This design comes from an exercise in tuning for small area, a short achievable clock period and few clock cycles per item on the open sky130 flow, not from production work. In this exercise RTL edits were held to simulation tests only and were not proved equivalent to the original.

## try-maple
==> flow/design.v (excerpt) <==
module hammersley_point_generator #(
  parameter int INDEX_BITS    = 20,
  parameter int FRACTION_BITS = 32
) (
  input  logic                             clk,
  input  logic                             rst_n,
  input  logic                             cfg_valid,
  output logic                             cfg_ready,
  input  logic [hpg_pkg::LENGTH_BITS-1:0]  cfg_sequence_length,
  input  logic                             in_valid,
  output logic                             in_ready,
  input  logic [INDEX_BITS-1:0]            in_sample_index,
  output logic                             out_valid,
  input  logic                             out_ready,
  output logic [hpg_pkg::COORD_BITS-1:0]   out_regular_coord,
  output logic [hpg_pkg::COORD_BITS-1:0]   out_radix2_coord,
  output logic [hpg_pkg::COORD_BITS-1:0]   out_radix3_coord,
  output logic [hpg_pkg::COORD_BITS-1:0]   out_radix5_coord,
  output logic                             out_index_out_of_range
);
make LEC_CHECK=0 ABC_CLOCK_PERIOD_IN_PS=2000 CAP_MARGIN=20 CORE_MARGIN=2 CORE_UTILIZATION=55 CTS_CLUSTER_DIAMETER=100 CTS_CLUSTER_SIZE=30 SETUP_SLACK_MARGIN=4.9 SLEW_MARGIN=20 finish   # period 8.0 ns
run.sh (not shown) runs the stock make flow with config.mk's settings and CLKGATE_MAP_FILE= SYNTH_SCRIPT=/design/flow/synth_recipe.tcl, a recipe that flattens the netlist after the stock synthesis.
In summary, try-maple completed successfully, with a layout that passed the timing, design-rule and antenna checks.
Testbench counts of try-maple, summed over its fixed seeds: cycles 2,248, items 2,048.
## Diff of input files: try-zinc against try-maple
Settings: SETUP_SLACK_MARGIN changed from 4.9 to 4.8; CTS_CLUSTER_DIAMETER removed (was 100); CTS_CLUSTER_SIZE removed (was 30); CORE_UTILIZATION changed from 55 to 60.
[summary]
- From try-maple to try-zinc the numbers moved as follows: area growth from synthesis to final layout has increased, post-layout instance area increased by 1.7% relative to the old numbers, number of buffers other than clock buffers in the final layout now sits lower.
- Relative to try-maple, the relative area of non-clock buffer cells in the final design of try-zinc is lower by 1.0 points.
- In the tables for try-maple and try-zinc, sequential cell area share reads higher with try-maple.
The inputs of try-raven differ from those of try-zinc as listed below.
Settings: changing SETUP_SLACK_MARGIN from 4.8 to 5.0; setting CTS_CLUSTER_SIZE to 30 for the first time; changing CORE_UTILIZATION from 60 to 55; setting CTS_CLUSTER_DIAMETER to 100 for the first time.
[summary]
Re via count: try-zinc was lower than try-raven.
Looking at try-raven and try-zinc, the total number of multi-input combinational cells is a wash.
Sort try-raven and try-zinc by layout overhead on the synthesized area asc -> top: try-zinc
No run among try-raven and try-zinc stopped early or left any final violation; all are clean.
try-raven ends up with lower CTS buffer count than try-zinc does.
try-raven vs. try-zinc: worst setup slack went up by 0.12 ns.
Between try-raven and try-zinc, the difference in sequential share of layout area is negligible.
[inputs] try-delta vs try-raven
Settings: a change of CTS_CLUSTER_SIZE from 30 to 25; a change of SETUP_SLACK_MARGIN from 5.0 to 4.9; a change of CTS_CLUSTER_DIAMETER from 100 to 90; a change of CORE_UTILIZATION from 55 to 60.
Findings:
try-raven → try-delta: total non-filler cell area in the finished layout dropped 2.3%; shortest period the worst path allows lost 0.0048 ns; via density per instance grew by about 2.2%; layout-stage area growth over the synthesis result moved down.
try-raven vs try-delta, highest layer used for signal routing: met4 vs met5
try-delta vs try-raven, routing usage on met2 went up by 3.8 points.
The core of try-delta is more densely filled than that of try-raven.
Re unique cell type count in the Yosys netlist: no difference whatsoever between try-raven and try-delta.

---

Another version of the RTL of hammersley_point_generator (not shown whole).
For scale: ~2100 flip-flops, about 180 I/O pins, ~120000 um2 of cells after synthesis.
clock: 8.0 ns
lec_check: 0
abc_clock_period_in_ps: 2000
cap_margin: 20
core_margin: 2
core_utilization: 55
setup_slack_margin: 4.9
slew_margin: 20
Testbench counts at the start, summed over its fixed seeds: cycles 2,248, items 2,048.
Rerun with:
Settings changed: ABC_CLOCK_PERIOD_IN_PS 2000 to 2500, CORE_UTILIZATION 55 to 60, SETUP_SLACK_MARGIN 4.9 to 4.7.
Result: The changed run passed the timing, design-rule and antenna checks; worst setup slack degrades by 0.11 ns; first-iteration DRC count goes up by 8.0%; routed wire length goes down by about 3.4%; sequential share of layout area goes up by 0.75 points; die area goes down by 8.3%; via count goes down by 0.74%; flip-flop and latch count is unchanged; non-clock buffer count goes down by 141; final area goes down by 2.4%; register-to-register slack degrades by 0.11 ns.

[re-timing with driven ports]
In the flow no input, the clock included, has a driving cell. The finished layouts below were timed again as built, in two steps.
Step 1, drivers: a clkbuf_16 drives clk and a buf_2 each remaining input, both assumed.
Step 2, shift: input delay + t, output delay - t, t = (earliest + latest rising clock arrival at the registers) / 2. This alone moves slack from input paths to output paths.
Three values: ideal, step 1, step 2; two values: the first two.
run	t, ns	setup WS [ns]	worst hold slack (ns)	worst setup path at the end	pins driven straight from the clock port
try-maple	0.856	4.877 / 4.809 / 4.257	0.314 / 0.314 / 0.314	input to register	1
try-zinc	0.943	4.749 / 4.749 / 4.039	0.306 / 0.306 / 0.306	input to register	1
try-raven	0.874	4.867 / 4.829 / 4.205	0.315 / 0.315 / 0.315	input to register	1
try-delta	0.885	4.872 / 4.850 / 4.148	0.303 / 0.303 / 0.303	input to register	1
the first run of note 2	0.941	4.773 / 4.757 / 4.096	0.288 / 0.288 / 0.288	input to register	1
the second run of note 2	0.963	4.664 / 4.664 / 3.847	0.315 / 0.315 / 0.315	input to register	1
After both steps setup and hold are still met in every run listed. For the second run of note 2, which loses most, drivers alone change the setup slack by 0.000 ns; drivers and shift together by -0.817 ns.
